Background: an optimization exercise with open tools, aiming at small area, a short achievable clock period and few clock cycles. Do not read the settings as production practice.
Function was checked by simulation only, so behaviour that the tests miss may differ from the original.
Power figures rest on the tool's default switching activity, not on a simulated workload.

==> branch amber <==
==> flow/design.v (excerpt) <==
module work_stealing_deque_top #(
    parameter int DEPTH  = 64,
    parameter int TASK_W = 32,    
    parameter int ACT_W  = 3      
) (
    input  logic                       i_clk,
    input  logic                       i_rst_n,
    input  logic                       i_valid,
    output logic                       o_ready,
    input  logic [ACT_W-1:0]  i_action,
    input  logic [TASK_W-1:0] i_task_req,
    output logic                       o_valid,
    input  logic                       i_ready,
    output logic                       o_ok,
    output logic [TASK_W-1:0] o_task_out,
    output logic [$clog2(DEPTH):0]     o_count,
    output logic                       o_is_empty,
    output logic                       o_is_full
);
    localparam logic [ACT_W-1:0] ACT_PUSH  = 3'd0;
    localparam logic [ACT_W-1:0] ACT_POP   = 3'd1;
    localparam logic [ACT_W-1:0] ACT_STEAL = 3'd2;
    localparam logic [ACT_W-1:0] ACT_PEEK  = 3'd3;
    localparam logic [ACT_W-1:0] ACT_CLEAR = 3'd4;
    localparam int AW = $clog2(DEPTH);
    localparam int PW = AW + 1;
    localparam int RW = 1 + TASK_W + PW + 2;    
    logic [TASK_W-1:0] r_mem [DEPTH];
    logic [AW-1:0] r_front, r_back, r_bm1;
    logic [PW-1:0] r_cnt;
    logic          r_empty, r_full;
    logic          r_ov, r_sv, r_rdy;
    logic [RW-1:0] r_o, r_s;
    logic          w_acc, w_free;
    logic          w_push, w_pop, w_steal, w_peek, w_clear;
    logic          w_ok, w_rd_back, w_rd_front;
    logic [TASK_W-1:0] w_front_data, w_back_data, w_task;
    logic [PW-1:0] w_cnt;
    logic [RW-1:0] w_res;
    assign o_ready = r_rdy;
    assign w_acc   = i_valid & r_rdy;
    assign w_free  = ~r_ov | i_ready;
    assign w_push  = (i_action == ACT_PUSH) & ~r_full;
    assign w_pop   = (i_action == ACT_POP) & ~r_empty;
    assign w_steal = (i_action == ACT_STEAL) & ~r_empty;
    assign w_peek  = (i_action == ACT_PEEK) & ~r_empty;
    assign w_clear = (i_action == ACT_CLEAR);
    assign w_ok       = w_push | w_pop | w_steal | w_peek | w_clear;
    assign w_rd_back  = w_pop;
    assign w_rd_front = w_steal | w_peek;
    assign w_front_data = r_mem[r_front];
    assign w_back_data  = r_mem[r_bm1];
    assign w_task = ({TASK_W{w_rd_back}} & w_back_data) |
  ...
==> module work_stealing_deque_top, before the edit <==
module work_stealing_deque_top #(
    parameter int DEPTH  = 64,
    parameter int TASK_W = 32,    
    parameter int ACT_W  = 3      
) (
    input  logic                       i_clk,
    input  logic                       i_rst_n,
    input  logic                       i_valid,
    output logic                       o_ready,
    input  logic [ACT_W-1:0]  i_action,
    input  logic [TASK_W-1:0] i_task_req,
    output logic                       o_valid,
    input  logic                       i_ready,
    output logic                       o_ok,
    output logic [TASK_W-1:0] o_task_out,
    output logic [$clog2(DEPTH):0]     o_count,
    output logic                       o_is_empty,
    output logic                       o_is_full
);
    localparam logic [ACT_W-1:0] ACT_PUSH  = 3'd0;
    localparam logic [ACT_W-1:0] ACT_POP   = 3'd1;
    localparam logic [ACT_W-1:0] ACT_STEAL = 3'd2;
    localparam logic [ACT_W-1:0] ACT_PEEK  = 3'd3;
    localparam logic [ACT_W-1:0] ACT_CLEAR = 3'd4;
    localparam int AW = $clog2(DEPTH);
    localparam int PW = AW + 1;
    localparam int RW = 1 + TASK_W + PW + 2;    
    logic [TASK_W-1:0] r_mem [DEPTH];
    logic [AW-1:0] r_front, r_back, r_bm1;
    logic [PW-1:0] r_cnt;
    logic          r_empty, r_full;
    logic          r_ov, r_sv, r_rdy;
    logic [RW-1:0] r_o, r_s;
    logic          w_acc, w_free;
    logic          w_push, w_pop, w_steal, w_peek, w_clear;
    logic          w_ok, w_rd_back, w_rd_front;
    logic [TASK_W-1:0] w_front_data, w_back_data, w_task;
    logic [PW-1:0] w_cnt;
    logic [RW-1:0] w_res;
    assign o_ready = r_rdy;
    assign w_acc   = i_valid & r_rdy;
    assign w_free  = ~r_ov | i_ready;
    assign w_push  = (i_action == ACT_PUSH) & ~r_full;
    assign w_pop   = (i_action == ACT_POP) & ~r_empty;
    assign w_steal = (i_action == ACT_STEAL) & ~r_empty;
    assign w_peek  = (i_action == ACT_PEEK) & ~r_empty;
    assign w_clear = (i_action == ACT_CLEAR);
    assign w_ok       = w_push | w_pop | w_steal | w_peek | w_clear;
    assign w_rd_back  = w_pop;
    assign w_rd_front = w_steal | w_peek;
    assign w_front_data = r_mem[r_front];
    assign w_back_data  = r_mem[r_bm1];
    assign w_task = ({TASK_W{w_rd_back}} & w_back_data) |
                    ({TASK_W{w_rd_front}} & w_front_data);
    always_comb begin
        if (w_clear)                w_cnt = '0;
        else if (w_push)            w_cnt = r_cnt + PW'(1);
        else if (w_pop | w_steal)   w_cnt = r_cnt - PW'(1);
        else                        w_cnt = r_cnt;
    end
    assign w_res = {w_ok, w_task, w_cnt, (w_cnt == '0), (w_cnt == PW'(DEPTH))};
    always_ff @(posedge i_clk) begin
        if (!r_full) begin
            r_mem[r_back] <= i_task_req;
        end
    end
    always_ff @(posedge i_clk) begin
        if (!i_rst_n) begin
            r_front <= '0;
            r_back  <= '0;
            r_bm1   <= '1;
            r_cnt   <= '0;
            r_empty <= 1'b1;
            r_full  <= 1'b0;
        end else if (w_acc) begin
            if (w_clear) begin
                r_front <= '0;
                r_back  <= '0;
                r_bm1   <= '1;
            end else if (w_push) begin
                r_back  <= r_back + AW'(1);
                r_bm1   <= r_bm1 + AW'(1);
            end else if (w_pop) begin
                r_back  <= r_back - AW'(1);
                r_bm1   <= r_bm1 - AW'(1);
            end else if (w_steal) begin
                r_front <= r_front + AW'(1);
            end
            r_cnt   <= w_cnt;
            r_empty <= (w_cnt == '0);
            r_full  <= (w_cnt == PW'(DEPTH));
        end
    end
    always_ff @(posedge i_clk) begin
        if (!i_rst_n) begin
            r_ov  <= 1'b0;
            r_sv  <= 1'b0;
            r_rdy <= 1'b1;
        end else if (r_sv) begin
            if (i_ready) begin
                r_sv  <= 1'b0;
                r_rdy <= 1'b1;
            end
        end else if (w_acc) begin
            if (w_free) begin
                r_ov <= 1'b1;
            end else begin
                r_sv  <= 1'b1;
                r_rdy <= 1'b0;
            end
        end else if (i_ready) begin
            r_ov <= 1'b0;
        end
    end
    always_ff @(posedge i_clk) begin
        if (r_sv) begin
            if (i_ready) r_o <= r_s;
        end else if (w_acc) begin
            if (w_free) r_o <= w_res;
            else        r_s <= w_res;
        end
    end
    assign o_valid = r_ov;
    assign {o_ok, o_task_out, o_count, o_is_empty, o_is_full} = r_o;
endmodule
Settings: LEC_CHECK=0, CAP_MARGIN=20, CORE_MARGIN=2, CORE_UTILIZATION=50, SETUP_SLACK_MARGIN=2.0, SLEW_MARGIN=20; clock period 5.5 ns.
run.sh (not shown) runs the stock make flow with config.mk's settings and CLKGATE_MAP_FILE= SYNTH_SCRIPT=/design/flow/synth_recipe.tcl, a recipe that flattens the netlist after the stock synthesis.
==> branch harbor: changes against branch amber <==
==> flow/design.v (replaced) <==
module work_stealing_deque_top #(
    parameter int DEPTH  = 64,
    parameter int TASK_W = 32,    
    parameter int ACT_W  = 3      
) (
    input  logic                       i_clk,
    input  logic                       i_rst_n,
    input  logic                       i_valid,
    output logic                       o_ready,
    input  logic [ACT_W-1:0]  i_action,
    input  logic [TASK_W-1:0] i_task_req,
    output logic                       o_valid,
    input  logic                       i_ready,
    output logic                       o_ok,
    output logic [TASK_W-1:0] o_task_out,
    output logic [$clog2(DEPTH):0]     o_count,
    output logic                       o_is_empty,
    output logic                       o_is_full
);
    localparam logic [ACT_W-1:0] ACT_PUSH  = 3'd0;
    localparam logic [ACT_W-1:0] ACT_POP   = 3'd1;
    localparam logic [ACT_W-1:0] ACT_STEAL = 3'd2;
    localparam logic [ACT_W-1:0] ACT_PEEK  = 3'd3;
    localparam logic [ACT_W-1:0] ACT_CLEAR = 3'd4;
    localparam int AW = $clog2(DEPTH);
    localparam int PW = AW + 1;
    localparam int LW = 8;               
    localparam int HW = DEPTH / LW;      
    logic [TASK_W-1:0] r_mem [DEPTH];
    logic [HW-1:0] r_f_hi, r_b_hi;       
    logic [LW-1:0] r_f_lo, r_b_lo;
    logic [HW-1:0] w_w_hi;               
    logic [LW-1:0] w_w_lo;
    logic [PW-1:0] r_cnt;
    logic          r_empty, r_full;
    logic              r_ov;
    logic              r_o_ok;
    logic [TASK_W-1:0] r_o_task;
    logic [PW-1:0]     r_o_cnt;
    logic              r_o_empty, r_o_full;
    logic          w_acc;
    logic          w_push, w_pop, w_steal, w_peek, w_clear;
    logic          w_ok, w_rd_back, w_rd_front;
    logic [DEPTH-1:0]  w_sel;
    logic [TASK_W-1:0] w_rd_data, w_task;
    logic [PW-1:0] w_cnt;
    assign o_ready = ~r_ov | i_ready;
    assign w_acc   = i_valid & o_ready;
    assign w_push  = (i_action == ACT_PUSH) & ~r_full;
    assign w_pop   = (i_action == ACT_POP) & ~r_empty;
    assign w_steal = (i_action == ACT_STEAL) & ~r_empty;
    assign w_peek  = (i_action == ACT_PEEK) & ~r_empty;
    assign w_clear = (i_action == ACT_CLEAR);
    assign w_ok       = w_push | w_pop | w_steal | w_peek | w_clear;
    assign w_rd_back  = w_pop;
    assign w_rd_front = w_steal | w_peek;
    logic [DEPTH*TASK_W-1:0] w_mem_flat;
    always_comb begin
        for (int i = 0; i < DEPTH; i++) begin
            w_sel[i] = i_action[1] ? (r_f_hi[i / LW] & r_f_lo[i % LW])
                                   : (r_b_hi[i / LW] & r_b_lo[i % LW]);
            w_mem_flat[i*TASK_W +: TASK_W] = r_mem[i];
        end
    end
    wsd_read_mux #(.N(DEPTH), .W(TASK_W)) u_rd (
        .i_sel  (w_sel),
        .i_data (w_mem_flat),
        .o_data (w_rd_data)
    );
    assign w_task = {TASK_W{w_rd_back | w_rd_front}} & w_rd_data;
    always_comb begin
        if (w_clear)                w_cnt = '0;
        else if (w_push)            w_cnt = r_cnt + PW'(1);
        else if (w_pop | w_steal)   w_cnt = r_cnt - PW'(1);
        else                        w_cnt = r_cnt;
    end
    assign w_w_lo = {r_b_lo[LW-2:0], r_b_lo[LW-1]};
    assign w_w_hi = r_b_lo[LW-1] ? {r_b_hi[HW-2:0], r_b_hi[HW-1]} : r_b_hi;
    always_ff @(posedge i_clk) begin
        for (int i = 0; i < DEPTH; i++) begin
            if (!r_full && w_w_hi[i / LW] && w_w_lo[i % LW]) begin
                r_mem[i] <= i_task_req;
            end
        end
    end
    always_ff @(posedge i_clk) begin
        if (!i_rst_n) begin
            r_f_hi  <= HW'(1);
            r_f_lo  <= LW'(1);
            r_b_hi  <= {1'b1, {(HW-1){1'b0}}};
            r_b_lo  <= {1'b1, {(LW-1){1'b0}}};
            r_cnt   <= '0;
            r_empty <= 1'b1;
            r_full  <= 1'b0;
        end else if (w_acc) begin
            if (w_clear) begin
                r_f_hi  <= HW'(1);
                r_f_lo  <= LW'(1);
                r_b_hi  <= {1'b1, {(HW-1){1'b0}}};
                r_b_lo  <= {1'b1, {(LW-1){1'b0}}};
            end else if (w_push) begin
                r_b_lo <= {r_b_lo[LW-2:0], r_b_lo[LW-1]};
                if (r_b_lo[LW-1]) r_b_hi <= {r_b_hi[HW-2:0], r_b_hi[HW-1]};
            end else if (w_pop) begin
                r_b_lo <= {r_b_lo[0], r_b_lo[LW-1:1]};
                if (r_b_lo[0]) r_b_hi <= {r_b_hi[0], r_b_hi[HW-1:1]};
            end else if (w_steal) begin
                r_f_lo <= {r_f_lo[LW-2:0], r_f_lo[LW-1]};
                if (r_f_lo[LW-1]) r_f_hi <= {r_f_hi[HW-2:0], r_f_hi[HW-1]};
            end
            r_cnt   <= w_cnt;
            r_empty <= (w_cnt == '0);
            r_full  <= (w_cnt == PW'(DEPTH));
        end
    end
    always_ff @(posedge i_clk) begin
        if (!i_rst_n) begin
            r_ov <= 1'b0;
        end else if (w_acc) begin
            r_ov <= 1'b1;
        end else if (i_ready) begin
            r_ov <= 1'b0;
        end
    end
    always_ff @(posedge i_clk) begin
        if (w_acc) begin
            r_o_ok    <= w_ok;
            r_o_task  <= w_task;
            r_o_cnt   <= w_cnt;
            r_o_empty <= (w_cnt == '0);
            r_o_full  <= (w_cnt == PW'(DEPTH));
        end
    end
    assign o_valid    = r_ov;
    assign o_ok       = r_o_ok;
    assign o_task_out = r_o_task;
    assign o_count    = r_o_cnt;
    assign o_is_empty = r_o_empty;
    assign o_is_full  = r_o_full;
endmodule
module wsd_read_mux #(
    parameter int N = 64,
    parameter int W = 32
) (
    input  logic [N-1:0]   i_sel,
    input  logic [N*W-1:0] i_data,
    output logic [W-1:0]   o_data
);
    for (genvar b = 0; b < W; b++) begin : g_bit
        logic [N/8-1:0] w_l2;    
        logic [N/16-1:0] w_l3;   
        for (genvar k = 0; k < N/8; k++) begin : g_l2
            wsd_ao8 u (.i_s(i_sel[8*k +: 8]),
                       .i_d({i_data[(8*k+7)*W + b], i_data[(8*k+6)*W + b],
                             i_data[(8*k+5)*W + b], i_data[(8*k+4)*W + b],
                             i_data[(8*k+3)*W + b], i_data[(8*k+2)*W + b],
                             i_data[(8*k+1)*W + b], i_data[(8*k)*W + b]}),
                       .y(w_l2[k]));
        end
        for (genvar k = 0; k < N/16; k++) begin : g_l3
            wsd_nor2 u (.a(w_l2[2*k]), .b(w_l2[2*k+1]), .y(w_l3[k]));
        end
        wsd_nand4 u_l4 (.a(w_l3[0]), .b(w_l3[1]), .c(w_l3[2]), .d(w_l3[3]), .y(o_data[b]));
    end
endmodule
module wsd_ao8 (input logic [7:0] i_s, input logic [7:0] i_d, output logic y);
    assign y = |(i_s & i_d);
endmodule
module wsd_nand4 (input logic a, b, c, d, output logic y);
    assign y = ~(a & b & c & d);
endmodule
module wsd_nor2 (input logic a, b, output logic y);
    assign y = ~(a | b);
endmodule
- CORE_UTILIZATION: 50 -> 76
- CTS_CLUSTER_DIAMETER: unset -> 60
- CTS_CLUSTER_SIZE: unset -> 20
- SETUP_SLACK_MARGIN: 2.0 -> 3.2
- SYNTH_HIERARCHICAL: unset -> 1
- TNS_END_PERCENT: unset -> 5
==> comparison table <==
| metric | branch harbor | branch amber |
|---|---|---|
| Internal cell power | 0.02309 W | 0.02758 W |
| Switching Share | 20.82% | 23.43% |
| Wire length of the first global-routing pass | 342200 µm | 523000 µm |
| Count of state elements after synthesis | 2132 | 2174 |
| Distinct cells, synth | 48 | 85 |
| Num rows | 116 | 165 |
| Layout multi-input combinational cell count | 1988 | 2805 |
| Die Width | 321.8 µm | 453.8 µm |
| Result of the run | finished clean | finished clean |
| Leakage dissipation | 27.44 nW | 36.66 nW |
| Skew final | 0.04103 ns | 0.03795 ns |
| Pin count of the biggest net entering global routing | 65 | 74 |
| Routability-driven placement congestion ratio | 0.9643 | 0.9731 |
| Seq cells | 2132 | 2174 |
| Routed WL per cell | 41.89 µm | 45.29 µm |
| Seq/Total Area, Yosys | 82.88% | 64.13% |
| Area of the die | 103500 µm² | 205900 µm² |
| Total routing usage reported by global routing | 48.36% | 37.70% |
| Seq power | 0.0180 W | 0.0186 W |
| Startpoint of the worst hold path | r_cnt[6]$_SDFFE_PN0P_ | r_s[2]$_DFFE_PP_ |
| Area share of fa/ha/maj cells after synthesis | 0.03261% | 0.1757% |
Testbench counts of branch amber, summed over its fixed seeds: cycles 12,008.
Testbench counts of branch harbor, summed over its fixed seeds: cycles 12,008.

## port drivers added, routing unchanged
No port has a modelled driver above. Below, the same layouts with a new extraction and two added sets of constraints. Step 1 assumes that a clkbuf_16 drives the clock port and a buf_2 every other input. Step 2 times the ports against the registers' clock, not the clock port: input delays grow and output delays shrink by t, the midpoint of the rising clock arrivals with the driver on. Three values: no drivers, after step 1, after step 2; two values: the first two.
run	shift t [ns]	setup WS [ns]	worst register clock-pin slew, ns
branch amber	0.995	1.852 / 1.852 / 1.099	0.07 / 0.07
branch harbor	0.873	2.500 / 2.162 / 1.289	0.09 / 0.09
After both steps every run listed still meets setup and hold. The setup slack of branch harbor, which loses most, moves by -0.338 ns with the drivers and by -1.211 ns with both steps.
